This design comes from an exercise in tuning for small area, a short achievable clock period and few clock cycles on the open sky130 flow, not from production work.
Function was checked by simulation only, so behaviour that the tests miss may differ from the original.
Power is estimated from default activity; no workload was simulated.

==> 02-20 <==
## greedy_label_box_placer
module greedy_label_box_placer #(
    parameter int MAX_BOXES = 64
) (
    input  logic        clk,
    input  logic        rst_n,
    input  logic        cfg_we,
    input  logic [1:0]  cfg_index,
    input  logic [14:0] cfg_data,
    input  logic        in_valid,
    output logic        in_ready,
    input  logic [48:0] in_beat,
    output logic        out_valid,
    input  logic        out_ready,
    output logic [83:0] out_beat
);
make LEC_CHECK=0 CAP_MARGIN=20 CELL_PAD_IN_SITES_DETAIL_PLACEMENT=1 CELL_PAD_IN_SITES_GLOBAL_PLACEMENT=1 CORE_MARGIN=2 CORE_UTILIZATION=40 PLACE_DENSITY=0.5 SETUP_SLACK_MARGIN=4.0 SLEW_MARGIN=20 finish   # period 8.0 ns
run.sh (not shown) runs the stock make flow with config.mk's settings and CLKGATE_MAP_FILE= SYNTH_SCRIPT=/design/flow/synth_recipe.tcl, a recipe that flattens the netlist after the stock synthesis.
==> 11-02: changes against 02-20 <==
--- a/flow/design.v
+++ b/flow/design.v
@@ -205,45 +205,34 @@
             c_ymax[1] <= n_yb1;
             c_tag     <= in_beat[16:1];
             c_sos     <= in_beat[0];
         end
     end
     logic [CW-1:0] cnt;
-    logic [CW-1:0] wcnt;
-    logic          pd_v;
-    logic [CW-1:0] pd_idx;
-    logic [15:0]   pd_xmin, pd_xmax, pd_ymin, pd_ymax;
     logic [MAX_BOXES-1:0][15:0] st_xmin;
     logic [MAX_BOXES-1:0][15:0] st_xmax;
     logic [MAX_BOXES-1:0][15:0] st_ymin;
     logic [MAX_BOXES-1:0][15:0] st_ymax;
-    localparam int GS = 1;
-    localparam int NE = MAX_BOXES + 1;
-    localparam int NG = (NE + GS - 1) / GS;
-    logic [NE-1:0][3:0] e_hit;
+    localparam int GS = 8;
+    localparam int NG = (MAX_BOXES + GS - 1) / GS;
+    logic [MAX_BOXES-1:0][3:0] e_hit;
     logic [NG-1:0][3:0] c_ghits;
     for (genvar i = 0; i < MAX_BOXES; i++)
     begin : g_cmp
         logic xr, xl, yt, yb, v;
-        assign v  = (wcnt > CW'(i));
+        assign v  = (cnt > CW'(i));
         assign xr = ovl(c_xmin[0], c_xmax[0], st_xmin[i], st_xmax[i]);
         assign xl = ovl(c_xmin[1], c_xmax[1], st_xmin[i], st_xmax[i]);
         assign yt = ovl(c_ymin[0], c_ymax[0], st_ymin[i], st_ymax[i]);
         assign yb = ovl(c_ymin[1], c_ymax[1], st_ymin[i], st_ymax[i]);
         assign e_hit[i] = {xl & yb, xr & yb, xl & yt, xr & yt} & {4{v}};
     end
-    logic pxr, pxl, pyt, pyb;
-    assign pxr = ovl(c_xmin[0], c_xmax[0], pd_xmin, pd_xmax);
-    assign pxl = ovl(c_xmin[1], c_xmax[1], pd_xmin, pd_xmax);
-    assign pyt = ovl(c_ymin[0], c_ymax[0], pd_ymin, pd_ymax);
-    assign pyb = ovl(c_ymin[1], c_ymax[1], pd_ymin, pd_ymax);
-    assign e_hit[MAX_BOXES] = {pxl & pyb, pxr & pyb, pxl & pyt, pxr & pyt} & {4{pd_v}};
     always_comb
     begin
         c_ghits = '0;
-        for (int i = 0; i < NE; i++)
+        for (int i = 0; i < MAX_BOXES; i++)
         begin
             c_ghits[i / GS] = c_ghits[i / GS] | e_hit[i];
         end
     end
     logic [1:0][15:0] b_xmin;
     logic [1:0][15:0] b_xmax;
@@ -358,47 +347,22 @@
         begin
             cnt         <= CW'(cnt_eff + CW'(placed));
             last_placed <= placed;
             last_pos    <= pos;
         end
     end
-    always_ff @(posedge clk or negedge rst_n)
-    begin
-        if (!rst_n)
-        begin
-            pd_v <= 1'b0;
-            wcnt <= '0;
-        end
-        else
-        begin
-            pd_v <= b_go && placed;
-            if (b_go && b_sos)
-            begin
-                wcnt <= '0;
-            end
-            else if (pd_v)
-            begin
-                wcnt <= CW'(pd_idx + CW'(1));
-            end
-        end
-    end
     always_ff @(posedge clk)
     begin
-        pd_idx  <= cnt_eff;
-        pd_xmin <= s_xmin;
-        pd_xmax <= s_xmax;
-        pd_ymin <= s_ymin;
-        pd_ymax <= s_ymax;
         for (int i = 0; i < MAX_BOXES; i++)
         begin
-            if (pd_v && (pd_idx == CW'(i)))
+            if (b_go && (cnt_eff == CW'(i)))
             begin
-                st_xmin[i] <= pd_xmin;
-                st_xmax[i] <= pd_xmax;
-                st_ymin[i] <= pd_ymin;
-                st_ymax[i] <= pd_ymax;
+                st_xmin[i] <= s_xmin;
+                st_xmax[i] <= s_xmax;
+                st_ymin[i] <= s_ymin;
+                st_ymax[i] <= s_ymax;
             end
         end
     end
     logic [83:0] out_reg;
     logic [83:0] skid_reg;
     always_ff @(posedge clk)
Settings changed: CTS_BUF_LIST from default to sky130_fd_sc_hd__clkbuf_8, SETUP_SLACK_MARGIN 4.0 to 3.5.
==> comparison table <==
quantity                                                        02-20       11-02
Run status                                   timing/DRC/antenna clean  timing/DRC/antenna clean
Largest net degree at the start of global routing                 148         123
Non-filler instance count after layout                          39677       40374
Headroom to the max-slew limit                                  14.0%       6.93%
First-pass GRT wire length                                 2300000 um  2430000 um
Portion of total power attributed to combinational logic        56.1%       60.2%
Full die area                                              749000 um2  736000 um2
Longest individual stage delay on the worst path              1.12 ns     0.93 ns
CP Depth                                                           12           7
Data arrival time of the worst path                           5.81 ns     6.11 ns
Flip-flop and latch area                                   149000 um2  140000 um2
Area of the core region                                    740000 um2  726000 um2
Sequential cell count                                            4995        4688
Portion of the layout cell area used by non-clock buffers       7.05%       5.64%
Testbench counts of 02-20, summed over its fixed seeds: cycles 5,701.
Testbench counts of 11-02, summed over its fixed seeds: cycles 5,701.

[port drivers added, routing unchanged]
The flow's constraints put no driver on any port. The routed layouts listed below were extracted and timed again, unchanged, in two steps.
Step 1 sets driving cells, clkbuf_16 on the clock port and buf_2 on the other inputs (assumed; they add their load-dependent delay and slew).
Step 2 times the ports against the registers' clock, not the clock port: input delays grow and output delays shrink by t, the midpoint of the rising clock arrivals with the driver on.
a / b / c = ideal ports / drivers / drivers and shift; a / b = the first two.
| run | t, ns | setup slack, ns | cell pins on the clock port's net |
|---|---|---|---|
| 02-20 | 1.366 | 3.196 / 3.196 / 2.887 | 1 |
| 11-02 | 1.671 | 3.045 / 3.045 / 2.090 | 1 |
After both steps every run listed still meets setup and hold. The setup slack of 11-02, which loses most, moves by 0.000 ns with the drivers and by -0.955 ns with both steps.
